From an optimization exercise on the open Yosys and OpenROAD flow, aimed at small area; shortcuts taken in it are not production practice. Function was checked by simulation only, so behaviour that the tests miss may differ from the original. Power and IR drop assume default switching activity.

--- config.mk ---
export PLATFORM = sky130hd
export DESIGN_NAME = space_game_top
export DESIGN_NICKNAME = space_game_top
export VERILOG_FILES = /design/flow/design.v
export SDC_FILE = /design/flow/constraint.sdc
export NUM_CORES = 4
export LEC_CHECK = 0
export CAP_MARGIN = 20
export CORE_MARGIN = 2
export CORE_UTILIZATION = 40
export PLACE_DENSITY = 0.6
export SLEW_MARGIN = 20
--- constraint.sdc ---
create_clock -name core_clock -period 6.0 [get_ports {clk25M}]
set_input_delay 1.2000 -clock core_clock [delete_from_list [all_inputs] [get_ports {clk25M}]]
set_output_delay 1.2000 -clock core_clock [all_outputs]
set_load 0.01 [all_outputs]
--- design.v ---
`timescale 1ns/100ps
package invaders_pkg;
    typedef logic [11:0] coord_t;
    typedef logic [11:0] color_t;
    typedef logic [2:0]  slot_t;
    localparam int FIELD_WIDTH    = 640;
    localparam int NUM_INVADERS   = 8;
    localparam int NUM_LASERS     = 4;
    localparam int LASER_IDX_W    = $clog2(NUM_LASERS);
    localparam int INVADER_SIZE   = 32;
    localparam int CANNON_SIZE    = 32;
    localparam int CANNON_V       = 448;
    localparam int CANNON_STEP    = 2;
    localparam int CANNON_INIT_H  = 304;
    localparam int LASER_LEN      = 20;
    localparam int LASER_STEP     = 4;
    localparam int LASER_OFFSET_H = 16;
    localparam int DOWN_STEP      = 8;
    localparam color_t CANNON_COLOR = 12'hff0;
    localparam color_t LASER_COLOR  = 12'hfff;
    localparam bit [NUM_INVADERS-1:0] INVADER_INIT_ALIVE = 8'hff;
    localparam bit [NUM_INVADERS*12-1:0] INVADER_INIT_VPOS = {
        12'd64, 12'd64, 12'd64, 12'd64, 12'd0, 12'd0, 12'd0, 12'd0
    };
    localparam bit [NUM_INVADERS*12-1:0] INVADER_INIT_HPOS = {
        12'd320, 12'd256, 12'd192, 12'd128, 12'd320, 12'd256, 12'd192, 12'd128
    };
    localparam bit [NUM_INVADERS*12-1:0] INVADER_INIT_COLOR = {
        12'h88f, 12'h8f0, 12'hf80, 12'h0ff, 12'hf0f, 12'h00f, 12'h0f0, 12'hf00
    };
    typedef enum logic [1:0] {
        DIR_RIGHT,
        DIR_DOWN,
        DIR_LEFT
    } dir_t;
    typedef enum logic [2:0] {
        PH_IDLE,
        PH_SCAN,
        PH_MOVE,
        PH_CANNON,
        PH_LASERS
    } phase_t;
    localparam int UPDATE_CYCLES = 2 * NUM_INVADERS + 1 + NUM_LASERS;
endpackage
`timescale 1ns/100ps
module march_fsm (
    input  logic                 clk25M,
    input  logic                 reset,
    input  logic                 frame_tick,
    input  logic                 march_en,
    input  logic                 last_slot,
    input  logic                 edge_hit,
    output invaders_pkg::phase_t phase,
    output invaders_pkg::dir_t   dir,
    output logic                 move_en,
    output logic                 update_busy
);
    invaders_pkg::dir_t last_h;
    logic               march_q;
    logic               edge_q;
    always_ff @(posedge clk25M) begin
        if (reset) begin
            phase <= invaders_pkg::PH_IDLE;
        end else begin
            case (phase)
                invaders_pkg::PH_IDLE: begin
                    if (frame_tick) phase <= invaders_pkg::PH_SCAN;
                end
                invaders_pkg::PH_SCAN: begin
                    if (last_slot) phase <= invaders_pkg::PH_MOVE;
                end
                invaders_pkg::PH_MOVE: begin
                    if (last_slot) phase <= invaders_pkg::PH_CANNON;
                end
                invaders_pkg::PH_CANNON: begin
                    if (last_slot) phase <= invaders_pkg::PH_LASERS;
                end
                invaders_pkg::PH_LASERS: begin
                    if (last_slot) phase <= invaders_pkg::PH_IDLE;
                end
                default: phase <= invaders_pkg::PH_IDLE;
            endcase
        end
    end
    always_ff @(posedge clk25M) begin
        if (reset) begin
            march_q <= 1'b0;
            edge_q  <= 1'b0;
            dir     <= invaders_pkg::DIR_RIGHT;
            last_h  <= invaders_pkg::DIR_RIGHT;
        end else if (phase == invaders_pkg::PH_SCAN && last_slot) begin
            march_q <= march_en;
            edge_q  <= edge_hit;
        end else if (phase == invaders_pkg::PH_MOVE && last_slot && march_q) begin
            if (dir == invaders_pkg::DIR_DOWN) begin
                dir <= (last_h == invaders_pkg::DIR_RIGHT) ? invaders_pkg::DIR_LEFT
                                                           : invaders_pkg::DIR_RIGHT;
            end else if (edge_q) begin
                last_h <= dir;
                dir    <= invaders_pkg::DIR_DOWN;
            end
        end
    end
    assign move_en     = march_q & ~edge_q;
    assign update_busy = (phase != invaders_pkg::PH_IDLE);
endmodule
`timescale 1ns/100ps
module slot_counter (
    input  logic                 clk25M,
    input  logic                 reset,
    input  invaders_pkg::phase_t phase,
    output invaders_pkg::slot_t  slot,
    output logic                 last_slot
);
    always_ff @(posedge clk25M) begin
        if (reset || phase == invaders_pkg::PH_IDLE || last_slot) begin
            slot <= '0;
        end else begin
            slot <= slot + 1'b1;
        end
    end
    always_comb begin
        case (phase)
            invaders_pkg::PH_SCAN,
            invaders_pkg::PH_MOVE:
                last_slot = (slot == invaders_pkg::slot_t'(invaders_pkg::NUM_INVADERS - 1));
            invaders_pkg::PH_CANNON:
                last_slot = (slot == '0);
            invaders_pkg::PH_LASERS:
                last_slot = (slot == invaders_pkg::slot_t'(invaders_pkg::NUM_LASERS - 1));
            default:
                last_slot = 1'b0;
        endcase
    end
endmodule
`timescale 1ns/100ps
module invader_table (
    input  logic                                            clk25M,
    input  logic                                            reset,
    input  invaders_pkg::phase_t                            phase,
    input  invaders_pkg::dir_t                              dir,
    input  logic                                            move_en,
    input  invaders_pkg::slot_t                             slot,
    input  logic [3:0]                                      speed,
    output logic                                            edge_hit,
    output logic [invaders_pkg::NUM_INVADERS-1:0]           inv_alive,
    output logic [invaders_pkg::NUM_INVADERS-1:0][11:0]     inv_vpos,
    output logic [invaders_pkg::NUM_INVADERS-1:0][11:0]     inv_hpos,
    output logic [invaders_pkg::NUM_INVADERS-1:0][11:0]     inv_color
);
    logic                 cur_alive;
    invaders_pkg::coord_t cur_vpos;
    invaders_pkg::coord_t cur_hpos;
    logic [12:0]          right_end;
    logic                 edge_now;
    logic                 edge_acc;
    assign cur_alive = inv_alive[slot];
    assign cur_vpos  = inv_vpos[slot];
    assign cur_hpos  = inv_hpos[slot];
    assign right_end = {1'b0, cur_hpos} + 13'(invaders_pkg::INVADER_SIZE) + 13'(speed);
    always_comb begin
        edge_now = 1'b0;
        if (phase == invaders_pkg::PH_SCAN && cur_alive) begin
            case (dir)
                invaders_pkg::DIR_RIGHT:
                    edge_now = (right_end > 13'(invaders_pkg::FIELD_WIDTH));
                invaders_pkg::DIR_LEFT:
                    edge_now = (cur_hpos < invaders_pkg::coord_t'(speed));
                default:
                    edge_now = 1'b0;
            endcase
        end
    end
    always_ff @(posedge clk25M) begin
        if (reset || phase == invaders_pkg::PH_IDLE) begin
            edge_acc <= 1'b0;
        end else if (edge_now) begin
            edge_acc <= 1'b1;
        end
    end
    assign edge_hit = edge_acc | edge_now;
    always_ff @(posedge clk25M) begin
        if (reset) begin
            inv_alive <= invaders_pkg::INVADER_INIT_ALIVE;
            inv_vpos  <= invaders_pkg::INVADER_INIT_VPOS;
            inv_hpos  <= invaders_pkg::INVADER_INIT_HPOS;
            inv_color <= invaders_pkg::INVADER_INIT_COLOR;
        end else if (phase == invaders_pkg::PH_MOVE && move_en && cur_alive) begin
            for (int i = 0; i < invaders_pkg::NUM_INVADERS; i++) begin
                if (slot == invaders_pkg::slot_t'(i)) begin
                    case (dir)
                        invaders_pkg::DIR_RIGHT:
                            inv_hpos[i] <= cur_hpos + invaders_pkg::coord_t'(speed);
                        invaders_pkg::DIR_LEFT:
                            inv_hpos[i] <= cur_hpos - invaders_pkg::coord_t'(speed);
                        default:
                            inv_vpos[i] <= cur_vpos +
                                invaders_pkg::coord_t'(invaders_pkg::DOWN_STEP);
                    endcase
                end
            end
        end
    end
endmodule
`timescale 1ns/100ps
module cannon_lasers (
    input  logic                                        clk25M,
    input  logic                                        reset,
    input  invaders_pkg::phase_t                        phase,
    input  invaders_pkg::slot_t                         slot,
    input  logic                                        btn_left,
    input  logic                                        btn_right,
    input  logic                                        btn_fire,
    output invaders_pkg::coord_t                        cannon_h,
    output logic [invaders_pkg::NUM_LASERS-1:0]         las_active,
    output logic [invaders_pkg::NUM_LASERS-1:0][11:0]   las_vpos,
    output logic [invaders_pkg::NUM_LASERS-1:0][11:0]   las_hpos,
    output logic [invaders_pkg::NUM_LASERS-1:0][11:0]   las_color
);
    logic [invaders_pkg::LASER_IDX_W-1:0] lidx;
    logic                                 cur_active;
    invaders_pkg::coord_t                 cur_vpos;
    logic [12:0]                          right_end;
    logic                                 fire_q;
    logic                                 spawned;
    assign lidx       = slot[invaders_pkg::LASER_IDX_W-1:0];
    assign cur_active = las_active[lidx];
    assign cur_vpos   = las_vpos[lidx];
    assign right_end  = {1'b0, cannon_h} +
                        13'(invaders_pkg::CANNON_SIZE + invaders_pkg::CANNON_STEP);
    always_ff @(posedge clk25M) begin
        if (reset) begin
            cannon_h   <= invaders_pkg::coord_t'(invaders_pkg::CANNON_INIT_H);
            fire_q     <= 1'b0;
            spawned    <= 1'b0;
            las_active <= '0;
        end else if (phase == invaders_pkg::PH_CANNON) begin
            fire_q  <= btn_fire;
            spawned <= 1'b0;
            if (btn_left && cannon_h >= invaders_pkg::coord_t'(invaders_pkg::CANNON_STEP)) begin
                cannon_h <= cannon_h - invaders_pkg::coord_t'(invaders_pkg::CANNON_STEP);
            end else if (btn_right && right_end <= 13'(invaders_pkg::FIELD_WIDTH)) begin
                cannon_h <= cannon_h + invaders_pkg::coord_t'(invaders_pkg::CANNON_STEP);
            end
        end else if (phase == invaders_pkg::PH_LASERS) begin
            for (int i = 0; i < invaders_pkg::NUM_LASERS; i++) begin
                if (lidx == (invaders_pkg::LASER_IDX_W)'(i)) begin
                    if (cur_active) begin
                        if (cur_vpos >= invaders_pkg::coord_t'(invaders_pkg::LASER_STEP)) begin
                            las_vpos[i] <= cur_vpos -
                                invaders_pkg::coord_t'(invaders_pkg::LASER_STEP);
                        end else begin
                            las_active[i] <= 1'b0;
                        end
                    end else if (fire_q && !spawned) begin
                        las_active[i] <= 1'b1;
                        las_vpos[i]   <= invaders_pkg::coord_t'(invaders_pkg::CANNON_V -
                                                                invaders_pkg::LASER_LEN);
                        las_hpos[i]   <= cannon_h +
                                         invaders_pkg::coord_t'(invaders_pkg::LASER_OFFSET_H);
                        las_color[i]  <= invaders_pkg::LASER_COLOR;
                    end
                end
            end
            if (!cur_active && fire_q && !spawned) begin
                spawned <= 1'b1;
            end
        end
    end
endmodule
`timescale 1ns/100ps
module first_hit_select #(
    parameter int ENTRY_W     = 1,
    parameter int NUM_ENTRIES = 1
) (
    input  logic [NUM_ENTRIES-1:0]              hit,
    input  logic [NUM_ENTRIES-1:0][ENTRY_W-1:0] entries,
    output logic                                any_hit,
    output logic [ENTRY_W-1:0]                  chosen
);
    assign any_hit = |hit;
    always_comb begin
        chosen = '0;
        for (int i = NUM_ENTRIES - 1; i >= 0; i--) begin
            if (hit[i]) chosen = entries[i];
        end
    end
endmodule
`timescale 1ns/100ps
module pixel_renderer (
    input  logic                                        clk25M,
    input  logic                                        reset,
    input  invaders_pkg::coord_t                        whpos,
    input  invaders_pkg::coord_t                        wvpos,
    input  logic                                        write_en,
    input  logic [invaders_pkg::NUM_INVADERS-1:0]       inv_alive,
    input  logic [invaders_pkg::NUM_INVADERS-1:0][11:0] inv_vpos,
    input  logic [invaders_pkg::NUM_INVADERS-1:0][11:0] inv_hpos,
    input  logic [invaders_pkg::NUM_INVADERS-1:0][11:0] inv_color,
    input  invaders_pkg::coord_t                        cannon_h,
    input  logic [invaders_pkg::NUM_LASERS-1:0]         las_active,
    input  logic [invaders_pkg::NUM_LASERS-1:0][11:0]   las_vpos,
    input  logic [invaders_pkg::NUM_LASERS-1:0][11:0]   las_hpos,
    input  logic [invaders_pkg::NUM_LASERS-1:0][11:0]   las_color,
    output invaders_pkg::color_t                        vdin
);
    logic [invaders_pkg::NUM_INVADERS-1:0] inv_hit;
    logic [invaders_pkg::NUM_LASERS-1:0]   las_hit;
    logic                                  cannon_hit;
    logic                                  inv_any;
    logic                                  las_any;
    invaders_pkg::color_t                  inv_pick;
    invaders_pkg::color_t                  las_pick;
    logic [12:0]                           wh;
    logic [12:0]                           wv;
    assign wh = {1'b0, whpos};
    assign wv = {1'b0, wvpos};
    for (genvar i = 0; i < invaders_pkg::NUM_INVADERS; i++) begin : g_inv
        assign inv_hit[i] = inv_alive[i]
            && whpos >= inv_hpos[i]
            && wh < {1'b0, inv_hpos[i]} + 13'(invaders_pkg::INVADER_SIZE)
            && wvpos >= inv_vpos[i]
            && wv < {1'b0, inv_vpos[i]} + 13'(invaders_pkg::INVADER_SIZE);
    end
    for (genvar i = 0; i < invaders_pkg::NUM_LASERS; i++) begin : g_las
        assign las_hit[i] = las_active[i]
            && wh + 13'd1 >= {1'b0, las_hpos[i]}
            && wh <= {1'b0, las_hpos[i]} + 13'd1
            && wvpos >= las_vpos[i]
            && wv < {1'b0, las_vpos[i]} + 13'(invaders_pkg::LASER_LEN);
    end
    assign cannon_hit = whpos >= cannon_h
        && wh < {1'b0, cannon_h} + 13'(invaders_pkg::CANNON_SIZE)
        && wv >= 13'(invaders_pkg::CANNON_V)
        && wv < 13'(invaders_pkg::CANNON_V + invaders_pkg::CANNON_SIZE);
    first_hit_select #(
        .ENTRY_W     (12),
        .NUM_ENTRIES (invaders_pkg::NUM_INVADERS)
    ) i_inv_pick (
        .hit     (inv_hit),
        .entries (inv_color),
        .any_hit (inv_any),
        .chosen  (inv_pick)
    );
    first_hit_select #(
        .ENTRY_W     (12),
        .NUM_ENTRIES (invaders_pkg::NUM_LASERS)
    ) i_las_pick (
        .hit     (las_hit),
        .entries (las_color),
        .any_hit (las_any),
        .chosen  (las_pick)
    );
    always_ff @(posedge clk25M) begin
        if (reset || !write_en) begin
            vdin <= '0;
        end else if (inv_any) begin
            vdin <= inv_pick;
        end else if (cannon_hit) begin
            vdin <= invaders_pkg::CANNON_COLOR;
        end else if (las_any) begin
            vdin <= las_pick;
        end else begin
            vdin <= '0;
        end
    end
endmodule
`timescale 1ns/100ps
module space_game_top (
    input  logic                 clk25M,
    input  logic                 reset,
    input  logic                 frame_tick,
    input  logic                 march_en,
    input  logic [3:0]           speed,
    input  logic                 btn_left,
    input  logic                 btn_right,
    input  logic                 btn_fire,
    input  invaders_pkg::coord_t whpos,
    input  invaders_pkg::coord_t wvpos,
    input  logic [18:0]          write_addr_in,
    input  logic                 write_en,
    output logic [18:0]          write_addr_out,
    output logic                 write_en_out,
    output invaders_pkg::color_t vdin,
    output logic                 update_busy
);
    invaders_pkg::phase_t   phase;
    invaders_pkg::dir_t     dir;
    logic                   move_en;
    invaders_pkg::slot_t    slot;
    logic                   last_slot;
    logic                   edge_hit;
    logic [invaders_pkg::NUM_INVADERS-1:0]       inv_alive;
    logic [invaders_pkg::NUM_INVADERS-1:0][11:0] inv_vpos;
    logic [invaders_pkg::NUM_INVADERS-1:0][11:0] inv_hpos;
    logic [invaders_pkg::NUM_INVADERS-1:0][11:0] inv_color;
    invaders_pkg::coord_t   cannon_h;
    logic [invaders_pkg::NUM_LASERS-1:0]         las_active;
    logic [invaders_pkg::NUM_LASERS-1:0][11:0]   las_vpos;
    logic [invaders_pkg::NUM_LASERS-1:0][11:0]   las_hpos;
    logic [invaders_pkg::NUM_LASERS-1:0][11:0]   las_color;
    march_fsm i_march (
        .clk25M      (clk25M),
        .reset       (reset),
        .frame_tick  (frame_tick),
        .march_en    (march_en),
        .last_slot   (last_slot),
        .edge_hit    (edge_hit),
        .phase       (phase),
        .dir         (dir),
        .move_en     (move_en),
        .update_busy (update_busy)
    );
    slot_counter i_slots (
        .clk25M    (clk25M),
        .reset     (reset),
        .phase     (phase),
        .slot      (slot),
        .last_slot (last_slot)
    );
    invader_table i_invaders (
        .clk25M   (clk25M),
        .reset    (reset),
        .phase    (phase),
        .dir      (dir),
        .move_en  (move_en),
        .slot     (slot),
        .speed    (speed),
        .edge_hit (edge_hit),
        .inv_alive (inv_alive),
        .inv_vpos  (inv_vpos),
        .inv_hpos  (inv_hpos),
        .inv_color (inv_color)
    );
    cannon_lasers i_cannon (
        .clk25M    (clk25M),
        .reset     (reset),
        .phase     (phase),
        .slot      (slot),
        .btn_left  (btn_left),
        .btn_right (btn_right),
        .btn_fire  (btn_fire),
        .cannon_h  (cannon_h),
        .las_active (las_active),
        .las_vpos   (las_vpos),
        .las_hpos   (las_hpos),
        .las_color  (las_color)
    );
    pixel_renderer i_render (
        .clk25M   (clk25M),
        .reset    (reset),
        .whpos    (whpos),
        .wvpos    (wvpos),
        .write_en (write_en),
        .inv_alive  (inv_alive),
        .inv_vpos   (inv_vpos),
        .inv_hpos   (inv_hpos),
        .inv_color  (inv_color),
        .cannon_h   (cannon_h),
        .las_active (las_active),
        .las_vpos   (las_vpos),
        .las_hpos   (las_hpos),
        .las_color  (las_color),
        .vdin     (vdin)
    );
    always_ff @(posedge clk25M) begin
        write_addr_out <= write_addr_in;
        if (reset) begin
            write_en_out <= 1'b0;
        end else begin
            write_en_out <= write_en;
        end
    end
endmodule
--- run.sh ---
#!/bin/bash
# synth_recipe.tcl (not shown) runs the flow's synth.tcl, then flattens the netlist and writes it again
# the make line also repeats each setting of config.mk as NAME=value (left out here)
make -C /OpenROAD-flow-scripts/flow DESIGN_CONFIG=/design/flow/config.mk WORK_HOME=/design/flow/orfs CLKGATE_MAP_FILE= SYNTH_SCRIPT=/design/flow/synth_recipe.tcl finish
==> results_dict.tcl <==
set metrics [dict create \
    floorplan.rows 99 \
    cts-root-buf "clkbuf_16" \
    finalPower_mw 5.72 \
    htreeDepth 2 \
    finalNonFillerCells 4436 \
    wl_per_cell_um 20.5 \
    die-area_sq_um 75300 \
    fin_crit_sh_pct 87.7 \
    drtIter0Drc 1887 \
    dp.cells 4357 \
    ctsHoldBuffers 0 \
    drc 0 \
    vias 25000 \
    coreArea_sq_um 72700 \
    overflow 0 \
    grt_max_degree 74 \
    io_buffers 87 \
    synth_edf_count 92 \
    p_seq_share_pct 41.2 \
    synth-compound-area-share_pct 17.8 \
    p_per_area_nw_per_um2 174 \
    yosysWarnings 8 \
    vdd_drop_max_v 0.000181 \
    avgSynthCellArea_sq_um 8.71 \
    cts_setup_buffers 0 \
    muxShareOfSynthArea_pct 5.61 \
    clock_latency_ns 0.59 \
    drt-vias-per-instance 5.63 \
    crit_fanout 7 \
    synth_fa_ha_area_share_pct 23.5 \
    crit_type "primary input to register" \
    required_ns 6.45 \
    num_io_pins 88 \
    ys_seq_elements 339 \
    final_layout_size_suffix_gt1_share_pct 5.96 \
    dr.pass1.iters 8 \
    hold_violations 0 \
    final_nets 4046 \
    cts_tree "yes" \
    yosysSeqAreaShare_pct 26.3 \
    grt_usage_pct 24.1 \
    clkPwrFrac_pct 45.6 \
    crit_path_end_kind "register" \
    synthCells 3360 \
    grt_pass1_vias 24000 \
    drv_cap 0 \
    clkTransAtPathRegs_ns 0.06 \
    cp-startpoint "whpos[0]" \
    p_leak_nw 13.0 \
    worst-path-buf-inv 1 \
    netSwitchingFraction_pct 26.9 \
    p_switching_mw 1.54 \
    antenna_found_initial 2 \
    netlist_area_sq_um 29300 \
    status "timing/DRC/antenna clean" \
    timing.final.crit_period_ns 5.26 \
    timing.setup.tns_ns 0 \
    slowest_stage "or4b_2" \
    drv_slew 0 \
    postCtsResizedCells 0 \
    holdWs_ns 0.458 \
    synth-main-ff-cell "dfxtp_1" \
    fp.dieH_um 274 \
    start_util_pct 40.2 \
    wirelength_um 91100 \
    timing.rr.start "i_slots.slot[2]" \
    synthArstFlopShare_pct 0 \
    slew-limit-headroom_pct 29.3 \
    grt_pass1_wl_um 142000 \
    ant_nets 0 \
    yosys.area_share.simple_pct 15.5 \
    internal-power_mw 4.18 \
    setup_violations 0 \
    area_growth_pct 12.1 \
    grt_setup_unrepaired "no" \
    fin_skew_ns 0.0260 \
    clock_sinks 339 \
    synth_top_family_by_area "adder cells" \
    synthDistinctLibCells 79 \
    crit_chain "clkdlybuf4s50_1, ha_1, nand3_1, xnor2_1, ha_1, nand3_1, a21oi_1, a211o_1, a221o_1, a2111oi_0, nor4_1, or4b_2, nor4_1, a311oi_1" \
    cts-buffers-inserted 43 \
    place.gp.congestion 0.922 \
    hp-class "register to register" \
    utilization_pct 45.1 \
    clockBufferDepth 3 \
    slowest_delay_ns 0.76 \
    r2r_slack_ns 1.64 \
    worst_slew_pin_slew_ns 1.05 \
    synth_fp_nets 3963 \
    crit_family "simple AND/OR/NAND/NOR gates" \
    synth_xor_area_share_pct 5.08 \
    min_from "i_invaders.inv_hpos[27]" \
    dp_hpwl_um 70800 \
    fmax_ghz 0.190 \
    die_w_um 274 \
    p_comb_share_pct 13.2 \
    arrival_ns 5.71 \
    worst_setup_path_start_kind "primary input" \
]
==> power by group through the flow <==
stage          clock network, mW  registers (mW)  logic [mW]
3_5_place_dp                   0            2.41       0.743
4_1_cts                     2.66            2.36       0.749
5_1_grt                     2.74            2.36       0.842
3_3_place_gp                   0            2.41       0.736
2_1_floorplan                  0            2.40       0.428
6_report                    2.61            2.36       0.755
==> registers in the layout (all words and copies together) (netlist names), 4 cells and up <==
register / cells
i_invaders.inv_hpos: 96
i_invaders.inv_vpos: 96
i_cannon.las_vpos: 48
i_cannon.las_hpos: 44
write_addr_out: 19
i_cannon.cannon_h: 11
i_render.vdin: 5
i_cannon.las_active: 4
==> synth_stat cells (10+ instances only) <==
master       n  area (sq um)
o22ai_1     12          75.1
a211oi_1   116           871
ha_1       546          6830
o32ai_1     10          87.6
nor3_1      48           240
a2111oi_0   23           201
clkbuf_1    84           315
nor2b_1     34           213
mux2i_1     20           200
nand4_1     43           269
nor2_1     201           754
xor2_1      23           201
a21oi_1    254          1270
and3_1      45           282
nand2b_1    41           257
dfxtp_1    247          4940
nand3_1    104           521
xnor2_1    143          1250
nor4_1      24           150
a21o_1      54           405
o21a_1      36           270
a31oi_1     17           106
a211o_1     19           166
o211ai_1    39           293
edfxtp_1    92          2760
nand2_1    336          1260
and2_1      24           150
o21ai_0    121           606
or3_1       14          87.6
mux4_2      56          1260
inv_1      348          1310
==> layout by cell type (no fill, tap or decap), drive strengths merged, types with 49 or more instances in the layout <==
master           n
ha             546
inv            350
nand2          336
a21oi          254
dfxtp          247
nor2           201
xnor2          145
o21ai          123
a211oi         116
nand3          104
edfxtp          92
clkdlybuf4s50   86
buf             62
mux4            61
clkbuf          60
a21o            54
nor3            49
==> layout make-up <==
type	count	area [sq um]
clock inverters	17	158
clock buffers	60	1260
flip-flops and latches	339	7710
multi-input cells	2561	19800
fillers	7154	39900
repair buffers	148	1380
inverters	350	1310
diodes	2	5.00
well taps	959	1200
==> final timing paths <==
path / end / cells after the start
worst max-delay path: i_render.vdin[10] / 14
worst min-delay path: i_invaders.inv_hpos[27] / 2
worst max register to register: i_invaders.inv_hpos[66] / 12
worst min register to register: i_invaders.inv_hpos[27] / 2
==> worst reg2reg max path, stage by stage (launching register included) <==
cell	delay, ns
dfxtp_1	0.92
clkinv_1	0.42
nand2_1	0.20
and2_1	0.18
inv_1	0.06
ha_1	0.20
fa_1	0.42
nand2b_1	0.10
a21oi_1	0.11
o21ai_0	0.36
o22ai_1	0.20
xnor2_1	0.85
o211ai_1	0.19
==> per-layer routing <==
metal	wire, um	part of all wire (%)	track usage (%)
met1	43200	47	34.0
met2	41200	45	39.0
met3	4270	4.7	2.40
met4	2390	2.6	6.85
met5	0	0	0
==> through the flow <==
| step | area, sq um | setup slack [ns] |
|---|---|---|
| finish | 32800 | 0.738 |
| CTS | 32800 | 0.795 |
| global route | 32800 | 0.312 |
| detailed placement | 31400 | 0.230 |
| floorplan | 29300 | 1.04 |
| global placement | 31400 | 0.316 |
==> kinds of logic (layout without fill, tap and decap cells) <==
| kind of cell | after synthesis | count (layout) |
|---|---|---|
| fa+ha+maj | 548 | 548 |
| other cells | 0 | 2 |
| flops | 339 | 339 |
| buf+inv | 460 | 575 |
| compound gates | 801 | 801 |
| xor+xnor | 168 | 168 |
| mux | 85 | 85 |
| simple gates | 959 | 959 |

-- port drivers added, routing unchanged --
In the flow no input, the clock included, has a driving cell. The finished layout below was timed again as built, in two steps.
Step 1, drivers: a clkbuf_16 drives clk25M and a buf_2 each remaining input, both assumed.
Step 2 adds t to the input delays and takes it off the output delays; t is the mean of the earliest and latest rising clock arrival at the registers after step 1. Input paths then give back, and output paths get back, about the clock's delay inside the block.
a / b / c = ideal / step 1 / step 2; a / b = the first two.
shift t [ns]: 0.646
slack for setup (ns): 0.738 / 0.772 / 0.126
worst register clock-pin slew, ns: 0.07 / 0.07
After both steps this run still meets setup and hold. For this run, drivers alone change the setup slack by +0.034 ns; drivers and shift together by -0.612 ns.
